This is an optimization exercise on Yosys and OpenROAD, whose aim is a short achievable clock period and few clock cycles per item, not a production implementation. Function was checked by simulation only, so behaviour that the tests miss may differ from the original. Power is estimated from default activity; no workload was simulated.

## main
==> flow/design.v <==
package isaPkg;
    typedef enum logic [2:0] {
        ADD = 3'b000,
        NEG = 3'b001,
        OR  = 3'b010,
        NOT = 3'b011,
        MOV = 3'b100,
        LDI = 3'b111
    } aluFn;
    typedef enum logic [3:0] {
        NONE   = 4'b0000,
        ALWAYS = 4'b0001,
        C      = 4'b0010,
        NC     = 4'b0011,
        Z      = 4'b0100,
        NZ     = 4'b0101,
        V      = 4'b0110,
        NV     = 4'b0111,
        S      = 4'b1000,
        NS     = 4'b1001,
        HALT   = 4'b1111
    } condCode;
    typedef struct packed {
        condCode                cond;
        aluFn                   fn;
        logic [3-1:0] dst;
        logic [3-1:0] srcA;
        logic [3-1:0] srcB;
    } aluWord;
    typedef struct packed {
        condCode     cond;
        logic [11:0] offset;
    } branchWord;
    typedef union packed {
        aluWord    alu;
        branchWord br;
    } instrWord;
endpackage
package corePkg;
    typedef enum logic [1:0] {
        IDLE   = 2'b00,
        FETCH  = 2'b01,
        DECODE = 2'b10,
        EXEC   = 2'b11
    } seqState;
    typedef struct packed {
        logic c;
        logic z;
        logic v;
        logic s;
    } aluFlags;
endpackage
`timescale 1ns/1ps
module progRam (
    input  logic                    clk,
    input  logic                    loadValid,
    input  logic [7-1:0] loadAddr,
    input  logic [16-1:0]  loadData,
    input  logic [7-1:0] fetchAddr,
    output logic [16-1:0]  fetchData,
    output logic [7-1:0] fetchTgt,
    output logic [11:0]             fetchNext,
    input  logic [7-1:0] altAddr,
    output logic [16-1:0]  altData,
    output logic [7-1:0] altTgt,
    output logic [11:0]             altNext
);
    logic [16-1:0] mem [128];
    logic [7-1:0] tgt [128];
    logic [11:0]             nxt [128];
    logic [7-1:0] ldTgt;
    logic [3:0]              ldCc;
    logic                    ldIsW;
    logic                    ldValid;
    logic [7-1:0] ldAddr;
    logic [16-1:0]  ldData;
    always_ff @(posedge clk)
    begin
        ldValid <= loadValid;
        ldAddr <= loadAddr;
        ldData <= loadData;
        if (ldValid)
        begin
            mem[ldAddr] <= ldData;
            tgt[ldAddr] <= ldTgt;
            nxt[ldAddr - 7'd1] <= {!ldIsW, ldCc, ldTgt};
        end
    end
    assign ldTgt = ldAddr + 7'd1 + ldData[6:0];
    assign ldIsW = (ldData[15:12] == 4'h0) && (ldData[11:9] != 3'b101) && (ldData[11:9] != 3'b110);
    assign ldCc  = (ldData[15:12] == 4'hf || (ldData[15:12] >= 4'h1 && ldData[15:12] <= 4'h9))
                 ? ldData[15:12] : 4'h0;
    assign fetchData = mem[fetchAddr];
    assign fetchTgt  = tgt[fetchAddr];
    assign fetchNext = nxt[fetchAddr];
    assign altData = mem[altAddr];
    assign altTgt  = tgt[altAddr];
    assign altNext = nxt[altAddr];
endmodule
`timescale 1ns/1ps
module regBank (
    input  logic                   clk,
    input  logic                   rstN,
    input  logic                   wrEn,
    input  logic [3-1:0] wrIdx,
    input  logic [16-1:0] wrData,
    input  logic [2*8-1:0] rdSel,
    output logic [2*16-1:0] rdData
);
    logic [16-1:0] regs [8];
    always_ff @(posedge clk)
    begin
        for (int i = 0; i < 8; i++)
        begin
            if (!rstN)
                regs[i] <= '0;
            else if (wrEn && wrIdx == i)
                regs[i] <= wrData;
        end
    end
    always_comb
    begin
        rdData = '0;
        for (int p = 0; p < 2; p++)
            for (int i = 0; i < 8; i++)
                rdData[p * 16 +: 16] = rdData[p * 16 +: 16]
                    | ({16{rdSel[p * 8 + i]}} & regs[i]);
    end
endmodule
`timescale 1ns/1ps
module aluUnit (
    input  logic [5:0]             fnOh,
    input  logic [5:0]             imm,
    input  logic [16-1:0] rdA,
    input  logic [16-1:0] rdB,
    output logic [16-1:0] aluResult,
    output corePkg::aluFlags       addFlags
);
    localparam int Msb = 16 - 1;
    logic [16:0] sum;
    logic [15:0] gen [5];
    logic [15:0] prop [5];
    assign gen[0]  = rdA & rdB;
    assign prop[0] = rdA ^ rdB;
    for (genvar k = 0; k < 4; k++)
    begin : gLvl
        for (genvar i = 0; i < 16; i++)
        begin : gBit
            if (i >= (1 << k))
            begin : gComb
                assign gen[k + 1][i]  = gen[k][i] | (prop[k][i] & gen[k][i - (1 << k)]);
                assign prop[k + 1][i] = prop[k][i] & prop[k][i - (1 << k)];
            end
            else
            begin : gPass
                assign gen[k + 1][i]  = gen[k][i];
                assign prop[k + 1][i] = prop[k][i];
            end
        end
    end
    assign sum = {gen[4][15], prop[0] ^ {gen[4][14:0], 1'b0}};
    assign aluResult = ({16{fnOh[0]}} & sum[Msb:0])
                     | ({16{fnOh[1]}} & (-rdB))
                     | ({16{fnOh[2]}} & (rdA | rdB))
                     | ({16{fnOh[3]}} & ~rdB)
                     | ({16{fnOh[4]}} & rdB)
                     | ({16{fnOh[5]}} & {{(16 - 6){imm[5]}}, imm});
    assign addFlags.c = sum[16];
    assign addFlags.z = ((rdA ^ rdB) == {(rdA[Msb-1:0] | rdB[Msb-1:0]), 1'b0});
    assign addFlags.v = (rdA[Msb] == rdB[Msb]) && (sum[Msb] != rdA[Msb]);
    assign addFlags.s = sum[Msb];
endmodule
`timescale 1ns/1ps
module branchUnit (
    input  logic [3:0]       cc,
    input  corePkg::aluFlags flags,
    output logic             taken
);
    always_comb
    begin
        case (cc)
            isaPkg::ALWAYS: taken = 1'b1;
            isaPkg::C:      taken = flags.c;
            isaPkg::NC:     taken = !flags.c;
            isaPkg::Z:      taken = flags.z;
            isaPkg::NZ:     taken = !flags.z;
            isaPkg::V:      taken = flags.v;
            isaPkg::NV:     taken = !flags.v;
            isaPkg::S:      taken = flags.s;
            isaPkg::NS:     taken = !flags.s;
            default:        taken = 1'b0;
        endcase
    end
endmodule
`timescale 1ns/1ps
module cpuSequencer (
    input  logic [7-1:0] addr,
    input  logic [7-1:0] addr1,
    input  logic [7-1:0] addr2,
    input  logic [16-1:0]  word,
    input  logic [7-1:0] tgt,
    input  logic [11:0]             next,
    output logic [3:0]              cc,
    output logic [7-1:0] nSeq,
    output logic [7-1:0] nTgt
);
    logic       isW;
    logic [3:0] ownCc;
    logic       fold;
    logic       chain;
    logic       chainJ;
    logic       chainN;
    assign isW   = (word[15:12] == 4'h0) && (word[11:9] != 3'b101) && (word[11:9] != 3'b110);
    assign ownCc = (word[15:12] == 4'hf || (word[15:12] >= 4'h1 && word[15:12] <= 4'h9))
                 ? word[15:12] : 4'h0;
    assign fold = isW && next[11]
                && (word[11:9] != 3'b000 || next[10:7] == 4'h0 || next[10:7] == 4'h1
                    || next[10:7] == 4'hf || next[10:7] == 4'h4 || next[10:7] == 4'h5);
    assign chain  = !isW && (ownCc != 4'h1) && (ownCc != 4'hf) && next[11];
    assign chainJ = chain && (next[10:7] == 4'h1);
    assign chainN = chain && (next[10:7] == 4'h0);
    assign cc   = isW ? (fold ? next[10:7] : 4'h0) : ownCc;
    assign nSeq = chainJ ? next[6:0] : ((fold || chainN) ? addr2 : addr1);
    assign nTgt = fold ? next[6:0] : tgt;
endmodule
`timescale 1ns/1ps
module cpuTop (
    input  logic                    clk,
    input  logic                    rstN,
    input  logic                    loadValid,
    input  logic [7-1:0] loadAddr,
    input  logic [16-1:0]  loadData,
    input  logic                    start,
    output logic                    wbValid,
    output logic [3-1:0]  wbReg,
    output logic [16-1:0]  wbData,
    output logic                    halted
);
    logic                    run;
    logic                    haltNext;
    logic [7-1:0] fpc;
    logic [16-1:0]  fetchData;
    logic [16-1:0]  ir;
    logic                    irValid;
    logic [7-1:0] irPc;
    logic [7:0]              irSelA;
    logic [7:0]              irSelB;
    corePkg::aluFlags        flags;
    logic                    isW;
    logic                    isHalt;
    logic                    taken;
    logic                    takenFlags;
    logic                    zFold;
    logic [7-1:0] fetchTgt;
    logic                    jump;
    logic [7-1:0] alt;
    logic [16-1:0]  altData;
    logic [7-1:0] altTgt;
    logic [16-1:0]  sData;
    logic [7-1:0] sAddr;
    logic [11:0]             fetchNext;
    logic [11:0]             altNext;
    logic [3:0]              irCc;
    logic [3:0]              aCc;
    logic [3:0]              bCc;
    logic [7-1:0] aSeq;
    logic [7-1:0] bSeq;
    logic [7-1:0] aTgt;
    logic [7-1:0] bTgt;
    logic                    doWrite;
    logic [5:0]              fnOh;
    logic [16-1:0]  rdA;
    logic [16-1:0]  rdB;
    logic [16-1:0]  result;
    corePkg::aluFlags        addFlags;
    progRam prog (.clk, .loadValid, .loadAddr, .loadData, .fetchAddr(fpc), .fetchData,
                  .fetchTgt, .fetchNext, .altAddr(alt), .altData, .altTgt, .altNext);
    assign jump = irValid && taken;
    cpuSequencer seqA (.addr(fpc), .addr1(fpc + 7'd1), .addr2(fpc + 7'd2), .word(fetchData),
                       .tgt(fetchTgt), .next(fetchNext), .cc(aCc), .nSeq(aSeq), .nTgt(aTgt));
    cpuSequencer seqB (.addr(alt), .addr1(alt + 7'd1), .addr2(alt + 7'd2), .word(altData),
                       .tgt(altTgt), .next(altNext), .cc(bCc), .nSeq(bSeq), .nTgt(bTgt));
    assign sData = jump ? altData : fetchData;
    assign sAddr = jump ? alt : fpc;
    assign isW    = (ir[15:12] == 4'h0) && (ir[11:9] != 3'b101) && (ir[11:9] != 3'b110);
    assign isHalt = (irCc == 4'hf);
    assign fnOh   = {ir[11:9] == 3'b111, ir[11:9] == 3'b100, ir[11:9] == 3'b011,
                     ir[11:9] == 3'b010, ir[11:9] == 3'b001, ir[11:9] == 3'b000};
    branchUnit branch (.cc(irCc), .flags, .taken(takenFlags));
    assign zFold = isW && fnOh[0] && (irCc == 4'h4 || irCc == 4'h5);
    assign taken = zFold ? (addFlags.z ^ (irCc == 4'h5)) : takenFlags;
    assign doWrite = run && irValid && isW;
    regBank regs (.clk, .rstN, .wrEn(doWrite), .wrIdx(ir[8:6]), .wrData(result),
                  .rdSel({irSelB, irSelA}), .rdData({rdB, rdA}));
    aluUnit alu (.fnOh, .imm(ir[5:0]), .rdA, .rdB, .aluResult(result), .addFlags);
    always_ff @(posedge clk)
    begin
        if (!rstN)
            flags <= '0;
        else if (doWrite && fnOh[0])
            flags <= addFlags;
    end
    always_ff @(posedge clk)
    begin
        if (!rstN)
        begin
            run <= 1'b0;
            haltNext <= 1'b0;
            halted <= 1'b0;
            wbValid <= 1'b0;
            irValid <= 1'b0;
        end
        else
        begin
            wbValid <= doWrite;
            haltNext <= 1'b0;
            if (haltNext)
                halted <= 1'b1;
            if (start)
            begin
                run <= 1'b1;
                halted <= 1'b0;
                irValid <= 1'b0;
            end
            else if (run)
            begin
                if (irValid && isHalt)
                begin
                    run <= 1'b0;
                    irValid <= 1'b0;
                    if (isW)
                        haltNext <= 1'b1;
                    else
                        halted <= 1'b1;
                end
                else
                    irValid <= 1'b1;
            end
        end
    end
    always_ff @(posedge clk)
    begin
        if (start)
            fpc <= '0;
        else
            fpc <= jump ? bSeq : aSeq;
        alt <= jump ? bTgt : aTgt;
        irCc <= jump ? bCc : aCc;
        ir <= sData;
        for (int k = 0; k < 8; k++)
        begin
            irSelA[k] <= (sData[5:3] == k);
            irSelB[k] <= (sData[2:0] == k);
        end
        irPc <= sAddr;
        wbReg <= ir[8:6];
        wbData <= result;
    end
endmodule
clock: 6.5 ns
lec_check: 0
cap_margin: 20
core_margin: 2
core_utilization: 40
setup_slack_margin: 3.0
slew_margin: 20
run.sh (not shown) runs the stock make flow with config.mk's settings and CLKGATE_MAP_FILE= SYNTH_SCRIPT=/design/flow/synth_recipe.tcl, a recipe that flattens the netlist after the stock synthesis.
Testbench counts of main, summed over its fixed seeds: cycles 16,985, instrs 21,904.
Input changes introduced in the feature branch (baseline for comparison: main):
--- a/flow/design.v
+++ b/flow/design.v
@@ -60,13 +60,14 @@
     output logic [16-1:0]  fetchData,
     output logic [7-1:0] fetchTgt,
     output logic [11:0]             fetchNext,
     input  logic [7-1:0] altAddr,
     output logic [16-1:0]  altData,
     output logic [7-1:0] altTgt,
-    output logic [11:0]             altNext
+    output logic [11:0]             altNext,
+    output logic                    pendLow
 );
     logic [16-1:0] mem [128];
     logic [7-1:0] tgt [128];
     logic [11:0]             nxt [128];
     logic [7-1:0] ldTgt;
     logic [3:0]              ldCc;
@@ -87,12 +88,13 @@
         end
     end
     assign ldTgt = ldAddr + 7'd1 + ldData[6:0];
     assign ldIsW = (ldData[15:12] == 4'h0) && (ldData[11:9] != 3'b101) && (ldData[11:9] != 3'b110);
     assign ldCc  = (ldData[15:12] == 4'hf || (ldData[15:12] >= 4'h1 && ldData[15:12] <= 4'h9))
                  ? ldData[15:12] : 4'h0;
+    assign pendLow = ldValid && (ldAddr <= 7'd1);
     assign fetchData = mem[fetchAddr];
     assign fetchTgt  = tgt[fetchAddr];
     assign fetchNext = nxt[fetchAddr];
     assign altData = mem[altAddr];
     assign altTgt  = tgt[altAddr];
     assign altNext = nxt[altAddr];
@@ -257,12 +259,13 @@
     logic [16-1:0]  altData;
     logic [7-1:0] altTgt;
     logic [16-1:0]  sData;
     logic [7-1:0] sAddr;
     logic [11:0]             fetchNext;
     logic [11:0]             altNext;
+    logic                    pendLow;
     logic [3:0]              irCc;
     logic [3:0]              aCc;
     logic [3:0]              bCc;
     logic [7-1:0] aSeq;
     logic [7-1:0] bSeq;
     logic [7-1:0] aTgt;
@@ -271,13 +274,13 @@
     logic [5:0]              fnOh;
     logic [16-1:0]  rdA;
     logic [16-1:0]  rdB;
     logic [16-1:0]  result;
     corePkg::aluFlags        addFlags;
     progRam prog (.clk, .loadValid, .loadAddr, .loadData, .fetchAddr(fpc), .fetchData,
-                  .fetchTgt, .fetchNext, .altAddr(alt), .altData, .altTgt, .altNext);
+                  .fetchTgt, .fetchNext, .altAddr(alt), .altData, .altTgt, .altNext, .pendLow);
     assign jump = irValid && taken;
     cpuSequencer seqA (.addr(fpc), .addr1(fpc + 7'd1), .addr2(fpc + 7'd2), .word(fetchData),
                        .tgt(fetchTgt), .next(fetchNext), .cc(aCc), .nSeq(aSeq), .nTgt(aTgt));
     cpuSequencer seqB (.addr(alt), .addr1(alt + 7'd1), .addr2(alt + 7'd2), .word(altData),
                        .tgt(altTgt), .next(altNext), .cc(bCc), .nSeq(bSeq), .nTgt(bTgt));
     assign sData = jump ? altData : fetchData;
@@ -317,13 +320,13 @@
             if (haltNext)
                 halted <= 1'b1;
             if (start)
             begin
                 run <= 1'b1;
                 halted <= 1'b0;
-                irValid <= 1'b0;
+                irValid <= !pendLow;
             end
             else if (run)
             begin
                 if (irValid && isHalt)
                 begin
                     run <= 1'b0;
@@ -337,13 +340,17 @@
                     irValid <= 1'b1;
             end
         end
     end
     always_ff @(posedge clk)
     begin
-        if (start)
+        if (!rstN)
+            fpc <= '0;
+        else if (start)
+            fpc <= pendLow ? 7'd0 : aSeq;
+        else if (!run || (irValid && isHalt))
             fpc <= '0;
         else
             fpc <= jump ? bSeq : aSeq;
         alt <= jump ? bTgt : aTgt;
         irCc <= jump ? bCc : aCc;
         ir <= sData;
==> notes.md <==
main has a higher biggest fanout along the worst timing path than the feature branch. Looking at clock network power share across main and the feature branch, the one that comes out higher is the feature branch. main → the feature branch: finished layout cell area down 0.77%, met1 routing resource usage after global routing roughly the same, worst IR drop on VDD shows a reduction of about 15%. For area fraction in and, or, nand and nor cells after synthesis, the feature branch and main come out practically identical. The higher normalized max-slew margin came out of main. | clock skew | the feature branch vs main | ≈ equal |. The feature branch vs main — maximum number of pins on one net before global-route repair climbed by more than 10%. For main, the standard cell with the maximum stage delay on the critical path was sky130_fd_sc_hd__a2111oi_2, unlike the feature branch, where it was sky130_fd_sc_hd__nand2_1. The final reports for the feature branch and main show hold slack higher in the former. Final cell utilization of the core in the feature branch is 0.31 points below main. main and the feature branch ended up with nearly the same first-pass GRT wire length. On parity-gate share of the synthesized area counting xor and xnor cells, the feature branch tracks main almost exactly.
Testbench counts of the feature branch, summed over its fixed seeds: cycles 16,857, instrs 21,904.

-- separate check: timing with driven ports --
The flow's constraints put no driver on any port. The routed layouts listed below were extracted and timed again, unchanged, in two steps. Step 1 sets driving cells, clkbuf_16 on the clock port and buf_2 on the other inputs (assumed; they add their load-dependent delay and slew). Step 2 times the ports against the registers' clock, not the clock port: input delays grow and output delays shrink by t, the midpoint of the rising clock arrivals with the driver on. Slacks: ideal ports / drivers / drivers and shift; pairs: ideal ports / drivers.
| run | t, ns | slack for setup (ns) | worst setup path after step 2 | clock arrival spread, ns |
|---|---|---|---|---|
| main | 1.216 | 2.133 / 2.133 / 2.133 | register to register | 0.060 / 0.061 |
| the feature branch | 1.208 | 1.789 / 1.789 / 1.789 | register to register | 0.053 / 0.053 |
After both steps setup and hold are still met in every run listed.
